From an optimization exercise on the open Yosys and OpenROAD flow, aimed at small area; shortcuts taken in it are not production practice. Where RTL was checked, it was by simulation tests only, not by an equivalence proof against the original. Power and IR drop assume default switching activity.

==> xenon <==
==> flow/design.v (excerpt) <==
module sgd_top (
    input  wire        clk,
    input  wire        rst_n,
    input  wire        start,
    input  wire [15:0] mini_batch_size,
    input  wire [15:0] number_of_samples,
    input  wire [15:0] number_of_epochs,
    input  wire [4:0]  step_shift,
    input  wire [31:0] sample_features,
    input  wire [31:0] sample_label,
    input  wire        sample_valid,
    output wire        sample_ready,
    output wire [31:0] x_out_data,
    output wire        x_out_valid,
    input  wire        x_out_ready,
    output wire        x_out_last,
    output wire        done
);
    reg  [4:0]  ph;           
    reg         run;          
    reg         insamp;       
    reg         dact;         
    reg         ready_q;
    reg         xz;           
    reg         gact, gupd, gfirst, gfin;
    reg         om, xvalid, done_q;
    reg  [1:0]  widx;
    reg  [15:0] mbs_r, ns_r, ec_r;    
    reg  [15:0] bc_r, sc_r;           
    reg  [4:0]  sh_r;
    reg         rl_s, rl_b, ee, be, first_n;
  ...
Settings: LEC_CHECK=0, CAP_MARGIN=20, CORE_MARGIN=2, CORE_UTILIZATION=65, SLEW_MARGIN=20; clock period 10.0 ns.
standard.sh (not shown) runs the stock make flow with config.mk's settings and CLKGATE_MAP_FILE= SYNTH_SCRIPT=/design/flow/synth_recipe.tcl, a recipe that flattens the netlist after the stock synthesis.
==> flow/flow/run.sh <==
#!/bin/bash
# The standard layout (standard.sh), with three changes:
#  - synthesis maps the logic with an area-oriented ABC script;
#  - ports are buffered with the smallest buffer;
#  - the clock tree uses small buffers and no dummy loads.
set -euo pipefail
W="$(cd "$(dirname "$0")/.." && pwd)"
cd "$W"
export FLOW_WORK="$W"
export FLOW_ABC_SCRIPT="$W/flow/abc_area.script"
bash standard.sh \
  SYNTH_SCRIPT="$W/flow/synth_area.tcl" \
  BUFFER_PORTS_ARGS="-buffer_cell sky130_fd_sc_hd__buf_1" \
  CTS_ARGS="-sink_clustering_enable -repair_clock_nets -dont_use_dummy_load -buf_list sky130_fd_sc_hd__clkbuf_4 -sink_clustering_size 12 -sink_clustering_max_diameter 35" \
  finish > "$W/flow_make.log" 2>&1
==> flow/flow/abc_area.script <==
&get -n
&st
&dch
&nf -a
&st
&syn2
&if -g -K 6
&synch2
&nf -a
&st
&dch
&nf -a
&put
topo
stime -c
==> flow/flow/synth_area.tcl <==
# The standard synthesis (synth_recipe.tcl), with ABC's mapping of the
# logic aimed at area (abc_area.script beside this file) instead of delay.
# Registers, their names and their cells are those of the standard synthesis.
proc abc {args} {
  set i [lsearch -exact $args -script]
  if {$i >= 0} {
    lset args [expr {$i + 1}] $::env(FLOW_ABC_SCRIPT)
  }
  yosys abc {*}$args
}
source $::env(FLOW_WORK)/synth_recipe.tcl
==> maple (differences from xenon) <==
--- a/flow/design.v
+++ b/flow/design.v
@@ -53,15 +53,15 @@
     assign m[3] = (ph >= 5'd3);
     assign m[4] = (ph >= 5'd4);
     assign m[5] = (ph >= 5'd5);
     assign m[6] = (ph >= 5'd6);
     assign m[7] = (ph >= 5'd7);
     wire take_start = start & ~run;
     wire fend = p31 | take_start;
-    wire d_on = p0 ? (insamp & sample_valid & ~(gact & gupd)) : dact;
+    wire d_on = p0 ? (insamp & sample_valid) : dact;
     wire [5:0] phs  = {1'b0, ph} + {1'b0, sh_r};
     wire       tapv = dl[5'd31 - sh_r];
     wire       L    = phs[5] ? sgn : tapv;
     wire [31:0] sf = sample_features;
     wire [7:0]  fa0 = fr[7:0];
     wire [7:0]  fa1 = fr[15:8];
     wire [7:0]  fa2 = fr[23:16];
@@ -81,18 +81,14 @@
     wire [1:0] su1 = {1'b0, x1[0]} + {1'b0, ~gn1} + {1'b0, ci1};
     wire [1:0] su2 = {1'b0, x2[0]} + {1'b0, ~gn2} + {1'b0, ci2};
     wire [1:0] su3 = {1'b0, x3[0]} + {1'b0, ~gn3} + {1'b0, ci3};
     wire xe0 = xz ? 1'b0 : (upd ? su0[0] : x0[0]);
     wire xe1 = xz ? 1'b0 : (upd ? su1[0] : x1[0]);
     wire xe2 = xz ? 1'b0 : (upd ? su2[0] : x2[0]);
     wire xe3 = xz ? 1'b0 : (upd ? su3[0] : x3[0]);
-    wire xd0 = x0[0] & ~xz;
-    wire xd1 = x1[0] & ~xz;
-    wire xd2 = x2[0] & ~xz;
-    wire xd3 = x3[0] & ~xz;
     wire [7:1] xw0, xw1, xw2, xw3;
     genvar t;
     generate
         for (t = 1; t < 8; t = t + 1) begin : g_win
             assign xw0[t] = x0[32-t] & m[t];
             assign xw1[t] = x1[32-t] & m[t];
             assign xw2[t] = x2[32-t] & m[t];
@@ -178,34 +174,34 @@
     wire dc_w74;
     wire dc_w75;
     wire dc_w76;
     wire dc_w77;
     wire dc_w78;
     wire dc_w79;
     wire dc_w80;
-    assign dc_w1 = (sf[0] & xd0) ^ (sf[1] & xw0[1]) ^ (sf[2] & xw0[2]);
-    assign dc_w2 = ((sf[0] & xd0) & (sf[1] & xw0[1])) | ((sf[0] & xd0) & (sf[2] & xw0[2])) | ((sf[1] & xw0[1]) & (sf[2] & xw0[2]));
+    assign dc_w1 = (sf[0] & xe0) ^ (sf[1] & xw0[1]) ^ (sf[2] & xw0[2]);
+    assign dc_w2 = ((sf[0] & xe0) & (sf[1] & xw0[1])) | ((sf[0] & xe0) & (sf[2] & xw0[2])) | ((sf[1] & xw0[1]) & (sf[2] & xw0[2]));
     assign dc_w3 = (sf[3] & xw0[3]) ^ (sf[4] & xw0[4]) ^ (sf[5] & xw0[5]);
     assign dc_w4 = ((sf[3] & xw0[3]) & (sf[4] & xw0[4])) | ((sf[3] & xw0[3]) & (sf[5] & xw0[5])) | ((sf[4] & xw0[4]) & (sf[5] & xw0[5]));
     assign dc_w5 = (sf[6] & xw0[6]) ^ (sf[7] & ~xw0[7] & m[7]) ^ (sf[7] & p7);
     assign dc_w6 = ((sf[6] & xw0[6]) & (sf[7] & ~xw0[7] & m[7])) | ((sf[6] & xw0[6]) & (sf[7] & p7)) | ((sf[7] & ~xw0[7] & m[7]) & (sf[7] & p7));
-    assign dc_w7 = (sf[8] & xd1) ^ (sf[9] & xw1[1]) ^ (sf[10] & xw1[2]);
-    assign dc_w8 = ((sf[8] & xd1) & (sf[9] & xw1[1])) | ((sf[8] & xd1) & (sf[10] & xw1[2])) | ((sf[9] & xw1[1]) & (sf[10] & xw1[2]));
+    assign dc_w7 = (sf[8] & xe1) ^ (sf[9] & xw1[1]) ^ (sf[10] & xw1[2]);
+    assign dc_w8 = ((sf[8] & xe1) & (sf[9] & xw1[1])) | ((sf[8] & xe1) & (sf[10] & xw1[2])) | ((sf[9] & xw1[1]) & (sf[10] & xw1[2]));
     assign dc_w9 = (sf[11] & xw1[3]) ^ (sf[12] & xw1[4]) ^ (sf[13] & xw1[5]);
     assign dc_w10 = ((sf[11] & xw1[3]) & (sf[12] & xw1[4])) | ((sf[11] & xw1[3]) & (sf[13] & xw1[5])) | ((sf[12] & xw1[4]) & (sf[13] & xw1[5]));
     assign dc_w11 = (sf[14] & xw1[6]) ^ (sf[15] & ~xw1[7] & m[7]) ^ (sf[15] & p7);
     assign dc_w12 = ((sf[14] & xw1[6]) & (sf[15] & ~xw1[7] & m[7])) | ((sf[14] & xw1[6]) & (sf[15] & p7)) | ((sf[15] & ~xw1[7] & m[7]) & (sf[15] & p7));
-    assign dc_w13 = (sf[16] & xd2) ^ (sf[17] & xw2[1]) ^ (sf[18] & xw2[2]);
-    assign dc_w14 = ((sf[16] & xd2) & (sf[17] & xw2[1])) | ((sf[16] & xd2) & (sf[18] & xw2[2])) | ((sf[17] & xw2[1]) & (sf[18] & xw2[2]));
+    assign dc_w13 = (sf[16] & xe2) ^ (sf[17] & xw2[1]) ^ (sf[18] & xw2[2]);
+    assign dc_w14 = ((sf[16] & xe2) & (sf[17] & xw2[1])) | ((sf[16] & xe2) & (sf[18] & xw2[2])) | ((sf[17] & xw2[1]) & (sf[18] & xw2[2]));
     assign dc_w15 = (sf[19] & xw2[3]) ^ (sf[20] & xw2[4]) ^ (sf[21] & xw2[5]);
     assign dc_w16 = ((sf[19] & xw2[3]) & (sf[20] & xw2[4])) | ((sf[19] & xw2[3]) & (sf[21] & xw2[5])) | ((sf[20] & xw2[4]) & (sf[21] & xw2[5]));
     assign dc_w17 = (sf[22] & xw2[6]) ^ (sf[23] & ~xw2[7] & m[7]) ^ (sf[23] & p7);
     assign dc_w18 = ((sf[22] & xw2[6]) & (sf[23] & ~xw2[7] & m[7])) | ((sf[22] & xw2[6]) & (sf[23] & p7)) | ((sf[23] & ~xw2[7] & m[7]) & (sf[23] & p7));
-    assign dc_w19 = (sf[24] & xd3) ^ (sf[25] & xw3[1]) ^ (sf[26] & xw3[2]);
-    assign dc_w20 = ((sf[24] & xd3) & (sf[25] & xw3[1])) | ((sf[24] & xd3) & (sf[26] & xw3[2])) | ((sf[25] & xw3[1]) & (sf[26] & xw3[2]));
+    assign dc_w19 = (sf[24] & xe3) ^ (sf[25] & xw3[1]) ^ (sf[26] & xw3[2]);
+    assign dc_w20 = ((sf[24] & xe3) & (sf[25] & xw3[1])) | ((sf[24] & xe3) & (sf[26] & xw3[2])) | ((sf[25] & xw3[1]) & (sf[26] & xw3[2]));
     assign dc_w21 = (sf[27] & xw3[3]) ^ (sf[28] & xw3[4]) ^ (sf[29] & xw3[5]);
     assign dc_w22 = ((sf[27] & xw3[3]) & (sf[28] & xw3[4])) | ((sf[27] & xw3[3]) & (sf[29] & xw3[5])) | ((sf[28] & xw3[4]) & (sf[29] & xw3[5]));
     assign dc_w23 = (sf[30] & xw3[6]) ^ (sf[31] & ~xw3[7] & m[7]) ^ (sf[31] & p7);
     assign dc_w24 = ((sf[30] & xw3[6]) & (sf[31] & ~xw3[7] & m[7])) | ((sf[30] & xw3[6]) & (sf[31] & p7)) | ((sf[31] & ~xw3[7] & m[7]) & (sf[31] & p7));
     assign dc_w25 = ~bsel ^ p0 ^ cd[0];
     assign dc_w26 = (~bsel & p0) | (~bsel & cd[0]) | (p0 & cd[0]);
     assign dc_w27 = dc_w1 ^ dc_w3 ^ dc_w5;
@@ -531,15 +527,15 @@
                 run    <= 1'b1;
                 insamp <= 1'b1;
                 done_q <= 1'b0;
                 dact   <= 1'b0;
                 gact   <= 1'b0;
                 om     <= 1'b0;
             end else begin
-                if (p0) dact <= d_on;
+                if (p0) dact <= insamp & sample_valid;
                 if (p31) begin
                     dact <= 1'b0;
                     gact <= d_on;
                     if (d_on & fin_now) insamp <= 1'b0;
                 end
                 if (final_edge) begin
                     om     <= 1'b1;
==> flow/flow/run.sh (replaced) <==
#!/bin/bash
# Standard layout, with single-drive port buffers and a clock tree without dummy loads.
set -euo pipefail
cd "$(dirname "$0")/.."
bash standard.sh \
  BUFFER_PORTS_ARGS="-buffer_cell sky130_fd_sc_hd__buf_1" \
  CTS_ARGS="-sink_clustering_enable -repair_clock_nets -dont_use_dummy_load -buf_list sky130_fd_sc_hd__clkbuf_8 -sink_clustering_size 20 -sink_clustering_max_diameter 45" \
  finish > flow_make.log 2>&1
removed: flow/flow/abc_area.script
removed: flow/flow/synth_area.tcl
==> summary of the runs <==
- maple finished with timing, DRC and antenna clean. xenon passed the timing, DRC and antenna checks.
- Register-to-register slack: maple is lower than xenon (2.4 ns).
- Sequential cell count is the same in maple and xenon.
- Of maple and xenon, xenon has the higher global-route usage (gap 0.83 points).
- Against maple, the total power of xenon is smaller by 1.9%.
- Between maple and xenon, the lower critical path depth is in xenon (gap 8).
- Final cell count: xenon is higher than maple (about 0.5%).
==> figures <==
Status: xenon no timing/DRC/antenna violations; maple no timing/DRC/antenna violations
Fraction of layout instances using a drive strength above 1: xenon 5.78%; maple 5.61%
Netlist cell types: xenon 36; maple 49
Average cell area after synthesis: xenon 12.9 µm²; maple 12.5 µm²
Die area: xenon 0.0266 mm²; maple 0.0270 mm²
Maximum number of pins on one net before global-route repair: xenon 68; maple 93
Core box area: xenon 0.0250 mm²; maple 0.0252 mm²
Mux share of post-synthesis cell area: xenon 4.61%; maple 4.58%
Share of total power in sequential cells: xenon 68.1%; maple 65.8%
Post-detailed-placement half-perimeter wirelength: xenon 23400 µm; maple 23200 µm
Required time worst endpoint: xenon 10.59 ns; maple 10.43 ns
Slew HR: xenon 41.5%; maple 43.1%
Beginning of the worst register-to-register path: xenon ph[0]$_SDFF_PP0_; maple sh_r[0]$_DFFE_PP_
Share of synthesized cell area in and, or, nand and nor gates: xenon 10.6%; maple 12.1%
Function not checked in xenon: the RTL went through the layout flow alone.

static timing again, ports no longer ideal:
The results above use ideal ports. As a check the final layouts listed here were re-extracted and re-timed, cells and wires unchanged.
Step 1 (the two cells are an assumption about what drives the block):
set clk [get_ports {clk}]
set_driving_cell -lib_cell sky130_fd_sc_hd__clkbuf_16 $clk
set_driving_cell -lib_cell sky130_fd_sc_hd__buf_2 [delete_from_list [all_inputs] $clk]
Step 2 moves the port delays by t, midway between the first and last clock arrival at a register: inputs arrive t later, outputs are due t later. That takes back most of the time a late clock gives input paths.
Three values: no drivers, after step 1, after step 2; two values: the first two.
run | shift t [ns] | setup WS [ns] | worst hold slack (ns) | worst register clock-pin slew, ns | worst slew at a driven data input, ns
xenon | 0.722 | 3.222 / 3.222 / 3.115 | 0.288 / 0.288 / 0.288 | 0.12 / 0.12 | 0.08
maple | 0.597 | 0.811 / 0.811 / 0.811 | 0.289 / 0.289 / 0.289 | 0.10 / 0.10 | 0.06
After both steps setup and hold are still met in every run listed. For xenon, which loses most, drivers alone change the setup slack by 0.000 ns; drivers and shift together by -0.107 ns.
